What follows belongs to an exercise in optimizing a design on an open flow for small area, a short achievable clock period and few clock cycles; a production flow would make more cautious choices.
Only the layout flow was run in this run; the RTL was not checked for function there.
Power is estimated from default activity; no workload was simulated.

===== flow/design.v =====
package csrp_pkg;
	localparam int CLK_W  = 2;
	localparam int FREQ_W = 28;
	localparam int XTAL_W = 26;
	localparam int DIV_W  = 11;
	localparam int MULT_W = 7;
	localparam int NUM_W  = 19;
	localparam int VCO_W  = 31;
	localparam int TGT_W  = 30;
	localparam int P1_W   = 18;
	localparam int P2_W   = 20;
	localparam int P3_W   = 20;
	localparam int CNT_W  = 5;
	localparam logic [TGT_W-1:0]  VCO_TARGET = TGT_W'(650000000);
	localparam logic [FREQ_W-1:0] FREQ_MIN   = FREQ_W'(320000);
	localparam logic [FREQ_W-1:0] FREQ_MAX   = FREQ_W'(225000000);
	localparam logic [XTAL_W-1:0] XTAL_MIN   = XTAL_W'(10000000);
	localparam logic [XTAL_W-1:0] XTAL_MAX   = XTAL_W'(40000000);
	localparam logic [XTAL_W-1:0] XTAL_RESET = XTAL_W'(25000000);
	localparam logic [CLK_W-1:0] CLK_OUT0 = 2'd0;
	localparam logic [CLK_W-1:0] CLK_OUT1 = 2'd1;
	localparam logic [7:0] PLL_A_BASE = 8'd26;
	localparam logic [7:0] PLL_B_BASE = 8'd34;
	localparam logic [7:0] MS0_BASE   = 8'd42;
	localparam logic [7:0] MS1_BASE   = 8'd50;
	localparam logic [7:0] MS2_BASE   = 8'd58;
	localparam logic [7:0] CTL0_ADDR  = 8'd16;
	localparam logic [7:0] CTL1_ADDR  = 8'd17;
	localparam logic [7:0] CTL2_ADDR  = 8'd18;
	localparam logic [7:0] CTL_INT_MODE  = 8'h40;
	localparam logic [7:0] CTL_SRC_MS    = 8'h0C;
	localparam logic [7:0] CTL_PLL_B     = 8'h20;
	localparam logic [7:0] CTL_DRIVE_8MA = 8'h03;
	localparam logic [7:0] MS_DIVBY4     = 8'h0C;
	localparam logic [P3_W-1:0] FRAC_DENOM = P3_W'(20'h80000);
	localparam logic [P1_W-1:0] P1_OFFSET  = P1_W'(512);
	localparam logic [CNT_W-1:0] LAST_WRITE = CNT_W'(16);
	typedef struct packed {
		logic [CLK_W-1:0]  clk;
		logic [FREQ_W-1:0] f;
		logic [XTAL_W-1:0] xt;
		logic [TGT_W-1:0]  r;
		logic [DIV_W-1:0]  q;
	} csrp_a_t;
	typedef struct packed {
		logic [CLK_W-1:0]  clk;
		logic [XTAL_W-1:0] xt;
		logic [DIV_W-1:0]  div;
		logic [VCO_W-1:0]  r;
		logic [MULT_W-1:0] q;
	} csrp_b_t;
	typedef struct packed {
		logic [CLK_W-1:0]  clk;
		logic [XTAL_W-1:0] xt;
		logic [DIV_W-1:0]  div;
		logic [MULT_W-1:0] mult;
		logic [XTAL_W-1:0] r;
		logic [NUM_W-1:0]  q;
	} csrp_c_t;
	typedef struct packed {
		logic [CLK_W-1:0]  clk;
		logic [DIV_W-1:0]  div;
		logic [MULT_W-1:0] mult;
		logic [NUM_W-1:0]  num;
	} csrp_plan_t;
endpackage
import csrp_pkg::*;
module csrp_divpipe (
	input  logic                        clk,
	input  logic                        arst_n,
	input  logic                        en,
	input  logic                        in_valid,
	input  logic [csrp_pkg::CLK_W-1:0]  in_clk,
	input  logic [csrp_pkg::FREQ_W-1:0] in_f,
	input  logic [csrp_pkg::XTAL_W-1:0] in_xt,
	output logic                        out_valid,
	output csrp_pkg::csrp_plan_t        out_plan
);
	localparam int A_DW = FREQ_W + DIV_W;
	localparam int B_DW = VCO_W + 2;
	localparam int C_DW = XTAL_W + 2;
	logic [DIV_W:0][CLK_W-1:0]   a_clk;
	logic [DIV_W:0][FREQ_W-1:0]  a_f;
	logic [DIV_W:0][XTAL_W-1:0]  a_xt;
	logic [DIV_W:0][TGT_W-1:0]   a_r;
	logic [DIV_W:0][DIV_W-1:0]   a_q;
	logic [DIV_W:0]              a_v_s;
	logic [MULT_W:0][CLK_W-1:0]  b_clk;
	logic [MULT_W:0][XTAL_W-1:0] b_xt;
	logic [MULT_W:0][DIV_W-1:0]  b_div;
	logic [MULT_W:0][VCO_W-1:0]  b_r;
	logic [MULT_W:0][MULT_W-1:0] b_q;
	logic [MULT_W:0]             b_v_s;
	logic [NUM_W:0][CLK_W-1:0]   c_clk;
	logic [NUM_W:0][XTAL_W-1:0]  c_xt;
	logic [NUM_W:0][DIV_W-1:0]   c_div;
	logic [NUM_W:0][MULT_W-1:0]  c_mult;
	logic [NUM_W:0][XTAL_W-1:0]  c_r;
	logic [NUM_W:0][NUM_W-1:0]   c_q;
	logic [NUM_W:0]              c_v_s;
	logic [CLK_W-1:0]  rd_clk_s;
	logic [FREQ_W-1:0] rd_f_s;
	logic [XTAL_W-1:0] rd_xt_s;
	logic [DIV_W-1:0]  rd_div_s;
	logic              rd_v_s;
	logic [FREQ_W-1:0] f_cl;
	logic [XTAL_W-1:0] xt_cl;
	logic [DIV_W-1:0]  d_ceil;
	logic [DIV_W-1:0]  d_even;
	logic [A_DW-1:0]   vco_prod;
	always_comb begin
		f_cl = in_f;
		if (in_f < FREQ_MIN) f_cl = FREQ_MIN;
		if (in_f > FREQ_MAX) f_cl = FREQ_MAX;
		xt_cl = in_xt;
		if (in_xt < XTAL_MIN) xt_cl = XTAL_MIN;
		if (in_xt > XTAL_MAX) xt_cl = XTAL_MAX;
	end
	always_ff @(posedge clk or negedge arst_n) begin
		if (!arst_n) a_v_s[0] <= 1'b0;
		else if (en) a_v_s[0] <= in_valid;
	end
	always_ff @(posedge clk) begin
		if (en) begin
			a_clk[0] <= in_clk;
			a_f[0]   <= f_cl;
			a_xt[0]  <= xt_cl;
			a_r[0]   <= VCO_TARGET;
			a_q[0]   <= '0;
		end
	end
	for (genvar j = 1; j <= DIV_W; j++) begin : g_a
		localparam int SH = DIV_W - j;
		logic [A_DW-1:0] diff;
		assign diff = A_DW'(a_r[j-1]) - (A_DW'(a_f[j-1]) << SH);
		always_ff @(posedge clk or negedge arst_n) begin
			if (!arst_n) a_v_s[j] <= 1'b0;
			else if (en) a_v_s[j] <= a_v_s[j-1];
		end
		always_ff @(posedge clk) begin
			if (en) begin
				a_clk[j] <= a_clk[j-1];
				a_f[j]   <= a_f[j-1];
				a_xt[j]  <= a_xt[j-1];
				if (!diff[A_DW-1]) begin
					a_r[j] <= diff[TGT_W-1:0];
					a_q[j] <= a_q[j-1] | (DIV_W'(1) << SH);
				end else begin
					a_r[j] <= a_r[j-1];
					a_q[j] <= a_q[j-1];
				end
			end
		end
	end
	assign d_ceil = a_q[DIV_W] + DIV_W'(a_r[DIV_W] != '0);
	assign d_even = d_ceil + DIV_W'(d_ceil[0]);
	always_ff @(posedge clk or negedge arst_n) begin
		if (!arst_n) rd_v_s <= 1'b0;
		else if (en) rd_v_s <= a_v_s[DIV_W];
	end
	always_ff @(posedge clk) begin
		if (en) begin
			rd_clk_s <= a_clk[DIV_W];
			rd_f_s   <= a_f[DIV_W];
			rd_xt_s  <= a_xt[DIV_W];
			rd_div_s <= d_even;
		end
	end
	assign vco_prod = A_DW'(rd_f_s) * A_DW'(rd_div_s);
	always_ff @(posedge clk or negedge arst_n) begin
		if (!arst_n) b_v_s[0] <= 1'b0;
		else if (en) b_v_s[0] <= rd_v_s;
	end
	always_ff @(posedge clk) begin
		if (en) begin
			b_clk[0] <= rd_clk_s;
			b_xt[0]  <= rd_xt_s;
			b_div[0] <= rd_div_s;
			b_r[0]   <= vco_prod[VCO_W-1:0];
			b_q[0]   <= '0;
		end
	end
	for (genvar j = 1; j <= MULT_W; j++) begin : g_b
		localparam int SH = MULT_W - j;
		logic [B_DW-1:0] diff;
		assign diff = B_DW'(b_r[j-1]) - (B_DW'(b_xt[j-1]) << SH);
		always_ff @(posedge clk or negedge arst_n) begin
			if (!arst_n) b_v_s[j] <= 1'b0;
			else if (en) b_v_s[j] <= b_v_s[j-1];
		end
		always_ff @(posedge clk) begin
			if (en) begin
				b_clk[j] <= b_clk[j-1];
				b_xt[j]  <= b_xt[j-1];
				b_div[j] <= b_div[j-1];
				if (!diff[B_DW-1]) begin
					b_r[j] <= diff[VCO_W-1:0];
					b_q[j] <= b_q[j-1] | (MULT_W'(1) << SH);
				end else begin
					b_r[j] <= b_r[j-1];
					b_q[j] <= b_q[j-1];
				end
			end
		end
	end
	always_ff @(posedge clk or negedge arst_n) begin
		if (!arst_n) c_v_s[0] <= 1'b0;
		else if (en) c_v_s[0] <= b_v_s[MULT_W];
	end
	always_ff @(posedge clk) begin
		if (en) begin
			c_clk[0]  <= b_clk[MULT_W];
			c_xt[0]   <= b_xt[MULT_W];
			c_div[0]  <= b_div[MULT_W];
			c_mult[0] <= b_q[MULT_W];
			c_r[0]    <= b_r[MULT_W][XTAL_W-1:0];
			c_q[0]    <= '0;
		end
	end
	for (genvar j = 1; j <= NUM_W; j++) begin : g_c
		logic [XTAL_W:0]   rs;
		logic [C_DW-1:0]   diff;
		assign rs   = {c_r[j-1], 1'b0};
		assign diff = C_DW'(rs) - C_DW'(c_xt[j-1]);
		always_ff @(posedge clk or negedge arst_n) begin
			if (!arst_n) c_v_s[j] <= 1'b0;
			else if (en) c_v_s[j] <= c_v_s[j-1];
		end
		always_ff @(posedge clk) begin
			if (en) begin
				c_clk[j]  <= c_clk[j-1];
				c_xt[j]   <= c_xt[j-1];
				c_div[j]  <= c_div[j-1];
				c_mult[j] <= c_mult[j-1];
				c_r[j]    <= diff[C_DW-1] ? rs[XTAL_W-1:0] : diff[XTAL_W-1:0];
				c_q[j]    <= {c_q[j-1][NUM_W-2:0], ~diff[C_DW-1]};
			end
		end
	end
	assign out_valid     = c_v_s[NUM_W];
	assign out_plan.clk  = c_clk[NUM_W];
	assign out_plan.div  = c_div[NUM_W];
	assign out_plan.mult = c_mult[NUM_W];
	assign out_plan.num  = c_q[NUM_W];
endmodule
import csrp_pkg::*;
module csrp_serializer (
	input  logic                 clk,
	input  logic                 arst_n,
	input  logic                 in_valid,
	output logic                 in_ready,
	input  csrp_pkg::csrp_plan_t in_plan,
	output logic                 wr_valid,
	input  logic                 wr_ready,
	output logic [7:0]           wr_reg_address,
	output logic [7:0]           wr_reg_value,
	output logic                 wr_final_write
);
	logic              busy_q;
	logic [CNT_W-1:0]  cnt_q;
	logic [CLK_W-1:0]  clk_q;
	logic [P1_W-1:0]   pll_p1_q;
	logic [P2_W-1:0]   pll_p2_q;
	logic [P3_W-1:0]   pll_p3_q;
	logic [P1_W-1:0]   ms_p1_q;
	logic [7:0]        ms_extra_q;
	logic              out_v_q;
	logic [7:0]        out_addr_q;
	logic [7:0]        out_val_q;
	logic              out_final_q;
	logic              take;
	logic              load;
	logic [7:0]        pll_byte;
	logic [7:0]        ms_byte;
	logic [7:0]        pll_base;
	logic [7:0]        ms_base;
	logic [7:0]        ctl_addr;
	logic [7:0]        ctl_val;
	logic [7:0]        nxt_addr;
	logic [7:0]        nxt_val;
	function automatic logic [7:0] param_byte(input logic [2:0] k, input logic [P1_W-1:0] p1,
			input logic [P2_W-1:0] p2, input logic [P3_W-1:0] p3, input logic [7:0] extra);
		logic [7:0] b;
		case (k)
			3'd0:    b = p3[15:8];
			3'd1:    b = p3[7:0];
			3'd2:    b = {6'b0, p1[17:16]} | extra;
			3'd3:    b = p1[15:8];
			3'd4:    b = p1[7:0];
			3'd5:    b = {p3[19:16], p2[19:16]};
			3'd6:    b = p2[15:8];
			default: b = p2[7:0];
		endcase
		param_byte = b;
	endfunction
	assign take     = !out_v_q || wr_ready;
	assign in_ready = !busy_q || (take && cnt_q == LAST_WRITE);
	assign load     = in_valid && in_ready;
	always_comb begin
		pll_base = (clk_q == CLK_OUT1) ? PLL_B_BASE : PLL_A_BASE;
		case (clk_q)
			CLK_OUT0: begin ms_base = MS0_BASE; ctl_addr = CTL0_ADDR; end
			CLK_OUT1: begin ms_base = MS1_BASE; ctl_addr = CTL1_ADDR; end
			default:  begin ms_base = MS2_BASE; ctl_addr = CTL2_ADDR; end
		endcase
		ctl_val = CTL_DRIVE_8MA | CTL_SRC_MS | CTL_INT_MODE;
		if (clk_q == CLK_OUT1) ctl_val = ctl_val | CTL_PLL_B;
		pll_byte = param_byte(cnt_q[2:0], pll_p1_q, pll_p2_q, pll_p3_q, 8'h00);
		ms_byte  = param_byte(cnt_q[2:0], ms_p1_q, '0, P3_W'(1), ms_extra_q);
		if (cnt_q == LAST_WRITE) begin
			nxt_addr = ctl_addr;
			nxt_val  = ctl_val;
		end else if (!cnt_q[3]) begin
			nxt_addr = pll_base + {5'b0, cnt_q[2:0]};
			nxt_val  = pll_byte;
		end else begin
			nxt_addr = ms_base + {5'b0, cnt_q[2:0]};
			nxt_val  = ms_byte;
		end
	end
	always_ff @(posedge clk or negedge arst_n) begin
		if (!arst_n) begin
			busy_q  <= 1'b0;
			cnt_q   <= '0;
			out_v_q <= 1'b0;
		end else begin
			if (take) out_v_q <= busy_q;
			if (load) begin
				busy_q <= 1'b1;
				cnt_q  <= '0;
			end else if (take && busy_q) begin
				cnt_q <= cnt_q + CNT_W'(1);
				if (cnt_q == LAST_WRITE) busy_q <= 1'b0;
			end
		end
	end
	always_ff @(posedge clk) begin
		if (take && busy_q) begin
			out_addr_q  <= nxt_addr;
			out_val_q   <= nxt_val;
			out_final_q <= (cnt_q == LAST_WRITE);
		end
		if (load) begin
			clk_q    <= in_plan.clk;
			pll_p1_q <= (P1_W'(in_plan.mult) << 7) + P1_W'(in_plan.num[NUM_W-1:12]) - P1_OFFSET;
			pll_p2_q <= {1'b0, in_plan.num[11:0], 7'b0};
			pll_p3_q <= (in_plan.num == '0) ? P3_W'(1) : FRAC_DENOM;
			if (in_plan.div == DIV_W'(4)) begin
				ms_p1_q    <= '0;
				ms_extra_q <= MS_DIVBY4;
			end else begin
				ms_p1_q    <= (P1_W'(in_plan.div) << 7) - P1_OFFSET;
				ms_extra_q <= 8'h00;
			end
		end
	end
	assign wr_valid       = out_v_q;
	assign wr_reg_address = out_addr_q;
	assign wr_reg_value   = out_val_q;
	assign wr_final_write = out_final_q;
endmodule
import csrp_pkg::*;
module clock_synth_register_planner_top (
	input  logic                        clk,
	input  logic                        arst_n,
	input  logic                        req_valid,
	output logic                        req_ready,
	input  logic [csrp_pkg::CLK_W-1:0]  req_clock_index,
	input  logic [csrp_pkg::FREQ_W-1:0] req_out_frequency,
	output logic                        wr_valid,
	input  logic                        wr_ready,
	output logic [7:0]                  wr_reg_address,
	output logic [7:0]                  wr_reg_value,
	output logic                        wr_final_write,
	input  logic                        xtal_we,
	input  logic [csrp_pkg::XTAL_W-1:0] xtal_data
);
	logic [XTAL_W-1:0] xtal_q;
	logic              pipe_en;
	logic              plan_valid;
	logic              plan_ready;
	csrp_pkg::csrp_plan_t        plan;
	always_ff @(posedge clk or negedge arst_n) begin
		if (!arst_n) begin
			xtal_q <= XTAL_RESET;
		end else if (xtal_we) begin
			xtal_q <= xtal_data;
		end
	end
	assign pipe_en   = !plan_valid || plan_ready;
	assign req_ready = pipe_en;
	csrp_divpipe u_divpipe (
		.clk       (clk),
		.arst_n    (arst_n),
		.en        (pipe_en),
		.in_valid  (req_valid),
		.in_clk    (req_clock_index),
		.in_f      (req_out_frequency),
		.in_xt     (xtal_q),
		.out_valid (plan_valid),
		.out_plan  (plan)
	);
	csrp_serializer u_serializer (
		.clk            (clk),
		.arst_n         (arst_n),
		.in_valid       (plan_valid),
		.in_ready       (plan_ready),
		.in_plan        (plan),
		.wr_valid       (wr_valid),
		.wr_ready       (wr_ready),
		.wr_reg_address (wr_reg_address),
		.wr_reg_value   (wr_reg_value),
		.wr_final_write (wr_final_write)
	);
endmodule

===== flow/run.sh =====
#!/bin/bash
# synth_recipe.tcl (not shown) runs the flow's synth.tcl, then flattens the netlist and writes it again
# the make line also repeats each setting of config.mk as NAME=value (left out here)
make -C /OpenROAD-flow-scripts/flow DESIGN_CONFIG=/design/flow/config.mk WORK_HOME=/design/flow/orfs CLKGATE_MAP_FILE= SYNTH_SCRIPT=/design/flow/synth_recipe.tcl finish

===== flow/config.mk =====
export PLATFORM = sky130hd
export DESIGN_NAME = clock_synth_register_planner_top
export DESIGN_NICKNAME = clock_synth_register_planner_top
export VERILOG_FILES = /design/flow/design.v
export SDC_FILE = /design/flow/constraint.sdc
export NUM_CORES = 4
export LEC_CHECK = 0
export CAP_MARGIN = 20
export CORE_MARGIN = 2
export CORE_UTILIZATION = 40
export SLEW_MARGIN = 20

===== flow/constraint.sdc =====
create_clock -name core_clock -period 7.0 [get_ports {clk}]
set_input_delay 1.4000 -clock core_clock [delete_from_list [all_inputs] [get_ports {clk}]]
set_output_delay 1.4000 -clock core_clock [all_outputs]
set_load 0.01 [all_outputs]

==> summary.txt <==
* Full die area at 0.417 mm2
* Design Area, Final at 0.185 mm2
* Global-route wire length before repair at 484000 um
* Max-Cap Viols at 0
* # IOs at 80
* H-tree levels at 5
* Final Hold Viols at 0
* Status: timing/DRC/antenna clean
* Crit-path cells: buf_4 -> nand2_1 -> fa_1 -> fa_1 -> inv_1 -> fa_1 -> fa_1 -> inv_1 -> fa_1 -> inv_1 -> ha_1 -> a21o_1 -> a21o_1 -> a21oi_1 -> a21boi_0 -> o22a_1 -> a31o_2 -> a21oi_1 -> o31ai_1 -> o41ai_1 -> xnor2_1
* Post-Syn Instances at 12800
* # setup viols final at 0
* CTS tree: done
* Clk slew on worst S/H paths at 0.07 ns
* DRT antenna net count at 0
* Tcrit/Tclk final at 93.0%
* Root buffer cell: clkbuf_16
* Nets@finish at 14400
* Ratio of cells with drive above 1 in the final layout at 9.02%
* Total GRT Usage at 14.1%
* Top FF cell, synth: edfxtp_1
* Post-synth cell types at 103
* FFs w/ async S/R, synth at 2.22%
* Largest stage delay, worst path at 0.76 ns
* DR vias at 94400
* Largest net degree at the start of global routing at 193
* Setup crit start kind: register
* Worst vdd ir at 0.000226 V
* HP Class: register to register
* Post-synth EDFFs at 3266
* CTS sink count at 3340
* First-pass iteration count of the detailed router at 7
* Simple-Gate Fraction of Synth Area at 7.95%
* CP max FO at 15
* Critical path endpoint category: register
* Die Ht at 646 um
* Relative slew margins at 27.2%
* Hold buffers post-CTS at 0
* Effective utilization at floorplan at 40.2%
* Clk latency of the worst-skew pair at 0.96 ns
* Via density at 5.00
* Worst-Margin Slew at 1.08 ns
* Clock Path Buffers at 4
* Largest family of logic cells by synthesized area: compound AO/OA/AOI/OAI gates
* Synth area leaders: edfxtp_1, ha_1, inv_1
* Final Max Slew Viols at 0
* Chip width at 646 um
* Initial antenna violation count at 10
* Worst path most repeated cell: fa_1
* Routed wire per std cell at 15.8 um
* Minimum clock period at 6.51 ns
* Total gr overflow at 0
* # rows at 235
* Fraction of the mapped netlist area in adder cells at 10.1%
* Port bufs at 78
* Final total negative setup slack at 0 ns
* Lkg Pwr at 69.8 nW
* Synthesis Warnings at 3
* Required time worst endpoint at 7.63 ns
* Kind of critical path: register to register
* Commonest cells in the synthesized netlist: edfxtp_1, inv_1, ha_1
* Core Region at 0.410 mm2
* Total CTS buffers at 368
* Synth-to-Final Area Change at 12.4%
* Most frequent cell after synthesis: edfxtp_1
* Vias in the first global route at 93500
* Compound-Gate Fraction of Synth Area at 10.4%
* Number of synthesized register bits at 3340
* Worst clock skew at 0.0924 ns
* GPL Wtd Cong at 0.851
* WP data arrival at 7.14 ns
* Post-DP HPWL at 213000 um
* Post-synth top area cell: edfxtp_1
* Post-Syn Area at 0.165 mm2
* Highest Clock Rate at 154 MHz
* Routed WL at 298000 um
* Critical Path Slowest Stage Cell: edfxtp_1
* Mean Syn Cell Area at 12.9 um2
* Pwr dens at 265 mW/mm2
* Post-synth top area share at 59.5%
* Proportion of synthesized area in mux cells at 3.17%
* Mapped Nets at 14100
* Seq/Total Area, Yosys at 60.6%
* Placed cell area at 0.173 mm2
* Xor/xnor cell area share of the yosys netlist at 4.04%
* Initial DRC count at 5317
* RSZ-0062 raised after global routing: no
* Residual DRC at 0
==> routing by layer <==
metal | up-vias | track usage (%) | share of wire (%)
met5 | - | 0 | 0
met2 | 1250 | 25.7 | 51
li1 | 47400 | - | -
met3 | 657 | 1.68 | 2.9
met1 | 45100 | 17.1 | 43
met4 | 0 | 5.15 | 3.6
==> path summary, 6_finish.rpt <==
path | startpoint | end | slack, ns | depth (start not counted)
min in group asynchronous | arst_n | xtal_q[17] | 0.52 | 1
hold / removal | u_divpipe.c_div[157] | u_divpipe.c_div[168] | 0.34 | 0
setup / recovery | u_divpipe.rd_div_s[5] | u_divpipe.b_r[29] | 0.49 | 21
max in group asynchronous | arst_n | u_divpipe.a_v_s[11] | 5.32 | 2
setup reg to reg | u_divpipe.rd_div_s[5] | u_divpipe.b_r[29] | 0.49 | 21
hold reg to reg | u_divpipe.c_div[157] | u_divpipe.c_div[168] | 0.34 | 0
==> flip-flops by register name (all words and copies together) (netlist names), 40 cells and up <==
| signal | flops |
|---|---|
| u_divpipe.a_f | 336 |
| u_divpipe.a_q | 66 |
| u_divpipe.a_r | 275 |
| u_divpipe.a_xt | 312 |
| u_divpipe.b_div | 80 |
| u_divpipe.b_r | 236 |
| u_divpipe.b_xt | 208 |
| u_divpipe.c_clk | 40 |
| u_divpipe.c_div | 200 |
| u_divpipe.c_mult | 140 |
| u_divpipe.c_q | 190 |
| u_divpipe.c_r | 494 |
| u_divpipe.c_xt | 494 |
==> kinds of logic (layout without fill, tap and decap cells) <==
| kind of cell | after synthesis | after routing |
|---|---|---|
| AOI/OAI and AO/OA | 2703 | 2703 |
| muxes | 465 | 465 |
| buffers and inverters | 1597 | 2230 |
| other | 1 | 5 |
| xor gates and xnor gates | 761 | 761 |
| and+or+nand+nor | 2742 | 2742 |
| adders and majority gates | 1198 | 1198 |
| DFF | 3340 | 3340 |
==> placed cells by master, fill, tap and decap left out, drive strengths merged, types with 42 or more instances in the layout <==
master / netlist / routed
nor3: 211 / 211
a211oi: 90 / 90
fa: 217 / 217
o211ai: 60 / 60
o21ai: 743 / 743
o21bai: 71 / 71
nand2: 896 / 896
a21boi: 53 / 53
a21oi: 694 / 694
bufinv: 0 / 49
a31oi: 84 / 84
mux2: 433 / 433
a21o: 284 / 284
clkinv: 1 / 148
nor2: 618 / 618
nand2b: 150 / 150
or3: 66 / 66
xnor2: 470 / 470
nor2b: 161 / 161
o21a: 197 / 197
and2: 201 / 201
ha: 981 / 981
buf: 46 / 110
nand3: 140 / 140
clkdlybuf4s50: 0 / 76
and3: 92 / 92
clkbuf: 176 / 430
o31ai: 107 / 107
dfrtp: 62 / 62
nand4: 45 / 45
xor2: 291 / 291
edfxtp: 3266 / 3266
inv: 1374 / 1391
or2: 42 / 42
==> critical path, delay by kind of cell (launching register included) <==
| kind | cells | cell delay [ns] |
|---|---|---|
| compound gates | 9 | 2.00 |
| buf+inv | 4 | 0.42 |
| flops | 1 | 0.76 |
| fa+ha+maj | 6 | 2.76 |
| xor+xnor | 1 | 0.12 |
| simple gates | 1 | 0.08 |
==> per-stage QoR <==
| stage | util (%) | worst slack [ns] | total power, mW | std cells | hold WS (ns) |
|---|---|---|---|---|---|
| floorplan | - | -3.64 | 28.6 | 12800 | 0.400 |
| global placement | 42.1 | 0.504 | 29.9 | 18200 | 0.400 |
| detailed placement | 42.1 | 0.508 | 29.9 | 18200 | 0.405 |
| CTS | 45.2 | 0.376 | 49.9 | 18900 | 0.322 |
| global route | 45.2 | 0.135 | 51.5 | 18900 | 0.335 |
| finish | 45.2 | 0.492 | 49.2 | 18900 | 0.343 |
==> what timing repair did <==
item / 4_1_cts / 5_1_grt
setup endpoints to repair: 0 / 1
endpoints found under the hold margin: 0 / 0
gates resized for setup: 0 / 0
buffers inserted: 0 / 4
==> report_power, final <==
part           switching [mW]  internal [mW]  leakage, nW
clock                    7.99           11.7         6.00
combinational            3.40           2.54         33.7
sequential              0.423           23.1         30.1
total                    11.8           37.3         69.8
==> final cells by class <==
cell class | count | area (um2)
antenna | 4 | 10.0
clock inverter | 239 | 2860
tap | 5451 | 6820
timing repair buffer | 186 | 1820
sequential | 3340 | 99900
inverter | 1375 | 5160
clock buffer | 430 | 9600
fill | 36900 | 225000
multi-input combinational | 7870 | 59000

==> re-timing with driven ports <==
In the flow no input, the clock included, has a driving cell. The finished layout below was timed again as built, in two steps. Step 1 assumes that a clkbuf_16 drives the clock port and a buf_2 every other input. Step 2 adds t to the input delays and takes it off the output delays; t is the mean of the earliest and latest rising clock arrival at the registers after step 1. Input paths then give back, and output paths get back, about the clock's delay inside the block. a / b / c = ideal ports / drivers / drivers and shift; a / b = the first two.
t (ns): 1.035
setup slack, ns: 0.492 / 0.492 / 0.492
worst setup path at the end: register to register
After both steps setup and hold are still met in this run. For this run, drivers alone change the setup slack by 0.000 ns; drivers and shift together by 0.000 ns.
